From an optimization exercise on the open Yosys and OpenROAD flow, aimed at a short achievable clock period and few clock cycles per item; shortcuts taken in it are not production practice.
Function was checked by simulation only, so behaviour that the tests miss may differ from the original.
No activity file was given, so power comes from the tool's default toggle rates.

## exp/maple
==> flow/design.v (excerpt) <==
module nx_grid_top
(
      input  logic                 clk_i
    , input  logic                 reset_i
    , input  logic                 psel_i
    , input  logic                 penable_i
    , input  logic                 pwrite_i
    , input  logic [NX_APB_AW-1:0] paddr_i
    , input  logic [NX_MSG_W-1:0]  pwdata_i
    , output logic [NX_MSG_W-1:0]  prdata_o
    , output logic                 pready_o
    , output logic                 pslverr_o
);
For scale: about 1900 flip-flops, roughly 79 I/O pins.
clock: 5.0 ns
lec_check: 0
abc_clock_period_in_ps: 100
cap_margin: 20
core_margin: 2
core_utilization: 40
cts_cluster_diameter: 60
cts_cluster_size: 25
setup_slack_margin: 2.7
slew_margin: 20
tns_end_percent: 100
standard.sh (not shown) runs the stock make flow with config.mk's settings and CLKGATE_MAP_FILE= SYNTH_SCRIPT=/design/flow/synth_recipe.tcl, a recipe that flattens the netlist after the stock synthesis.
==> flow/flow/run.sh <==
#!/bin/bash
# Standard layout, except that the port buffers are plain buffers rather than
# the delay-cell the resizer picks by default, and that timing repair may
# swap a cell for any other of the same function (not only the same footprint).
set -euo pipefail
cd "$(dirname "$0")/.."
bash standard.sh synth > synth.log 2>&1
bash standard.sh finish \
    "BUFFER_PORTS_ARGS=-buffer_cell sky130_fd_sc_hd__buf_4" \
    MATCH_CELL_FOOTPRINT=0 > layout.log 2>&1
exp/maple did not stop at any stage, and its layout met the timing, DRC and antenna checks.
Testbench counts of exp/maple, summed over its fixed seeds: cycles 15,310, runs 2,020.
Edits applied to the flow inputs when going from exp/maple to exp/yarrow:
Settings: changing TNS_END_PERCENT from 100 to 5; changing SETUP_SLACK_MARGIN from 2.7 to 2.5; removing CTS_CLUSTER_DIAMETER (formerly 60); removing CTS_CLUSTER_SIZE (formerly 25).
--- outcome ---
exp/yarrow — non-clock buffer area fraction after layout 0.61 points lower, exp/maple as reference. From exp/maple to exp/yarrow the numbers moved as follows: initial antenna violation count higher; count of placed standard cells in the final layout, fillers left out rose about 1.3%. [compare] base=exp/maple new=exp/yarrow: number of synthesized flops with an enable pin barely changed; logic depth of the worst path, buffers included climbed 5; clock network power share climbed 5.3 points; core utilization climbed 0.28 points; layout multi-input combinational cell count barely changed. | fraction of layout cells with a size suffix above 1 | higher: exp/maple |. Relative to exp/maple, exp/yarrow degrades post-route cell area.
--- input diff exp/yarrow..exp/fjord ---
Settings: SETUP_SLACK_MARGIN now 2.6, was 2.5; TNS_END_PERCENT now 100, was 5.
Notes after the runs:
exp/fjord does worse than exp/yarrow on first-pass GRT wire length. For exp/yarrow, the slowest library cell on the worst path was or4_1, unlike exp/fjord, where it was nor4b_4. Comparing exp/fjord against exp/yarrow, there is no change at all in total DRC errors in the routed layout. Changes observed in exp/fjord relative to exp/yarrow: share of the yosys chip area belonging to registers did not really move, worst path setup slack after routing went up.
#### Input delta (exp/nickel over exp/fjord)
Settings: SETUP_SLACK_MARGIN: 2.6 -> 2.8.
--- outcome ---
The number of placed instances, taps included on exp/fjord is in line with that on exp/nickel.
Having completed the whole flow, exp/nickel delivered a layout that passed the timing, DRC and antenna checks.
Looking at the reports, exp/fjord completed the entire flow and the layout it produced met the timing, DRC and antenna checks.
exp/nickel vs. exp/fjord: detailed-route wire length grew by 2.5%; routability-driven placement congestion ratio saw an increase.
exp/nickel drops more vias than exp/fjord.
When the final numbers for exp/fjord and exp/nickel were put side by side, the logic depth of the worst setup path including buffers turned out to be smaller in exp/nickel.
exp/nickel packs its core tighter than exp/fjord.
### exp/nickel -> exp/ember
Settings: a change of SETUP_SLACK_MARGIN from 2.8 to 3.0.
[summary]
From exp/nickel to exp/ember the numbers moved as follows: combinational power share now sits at about the same level, clock group share of total power now sits higher.
The number of search-and-repair iterations in the first detailed-routing pass of exp/ember falls short of that of exp/nickel by 2.
exp/nickel consumes less power than exp/ember.
Count of hold buffers inserted by post-cts repair delta (exp/ember -> exp/nickel): insignificant
The clock power reported for exp/ember is greater than that of exp/nickel by about 3%.
| met2 usage in global routing | exp/nickel vs exp/ember | ≈ equal |
Routing usage on met1: exp/ember > exp/nickel
Between exp/nickel and exp/ember, wire length on met1 increased.
Changes observed in exp/ember relative to exp/nickel: layout overhead on the synthesized area increased 3.2 points; number of inserted diodes decreased by 4 relative to the old numbers.

separate check: timing with driven ports:
In the flow no input, the clock included, has a driving cell. The finished layouts below were timed again as built, in two steps. Step 1: set_driving_cell puts a clkbuf_16 on clk_i and a buf_2 on each other input, an assumption about the parent block. Step 2 times the ports against the registers' clock, not the clock port: input delays grow and output delays shrink by t, the midpoint of the rising clock arrivals with the driver on. Slacks: ideal / step 1 / step 2; pairs: ideal / step 1.
run	t, ns	setup WS [ns]	hold WS [ns]	worst register clock-pin slew, ns	pins driven straight from the clock port
exp/maple	0.895	2.644 / 2.553 / 1.691	0.292 / 0.227 / 0.445	0.10 / 0.10	1
exp/yarrow	0.913	2.314 / 2.295 / 1.382	0.281 / 0.220 / 0.414	0.07 / 0.07	1
exp/fjord	0.906	2.607 / 2.563 / 1.677	0.271 / 0.214 / 0.425	0.07 / 0.07	1
exp/nickel	0.920	2.629 / 2.546 / 1.761	0.254 / 0.198 / 0.437	0.07 / 0.07	1
exp/ember	0.924	2.625 / 2.551 / 1.718	0.258 / 0.208 / 0.434	0.07 / 0.07	1
After both steps every run listed still meets setup and hold. For exp/maple, which loses most, drivers alone change the setup slack by -0.091 ns; drivers and shift together by -0.953 ns.
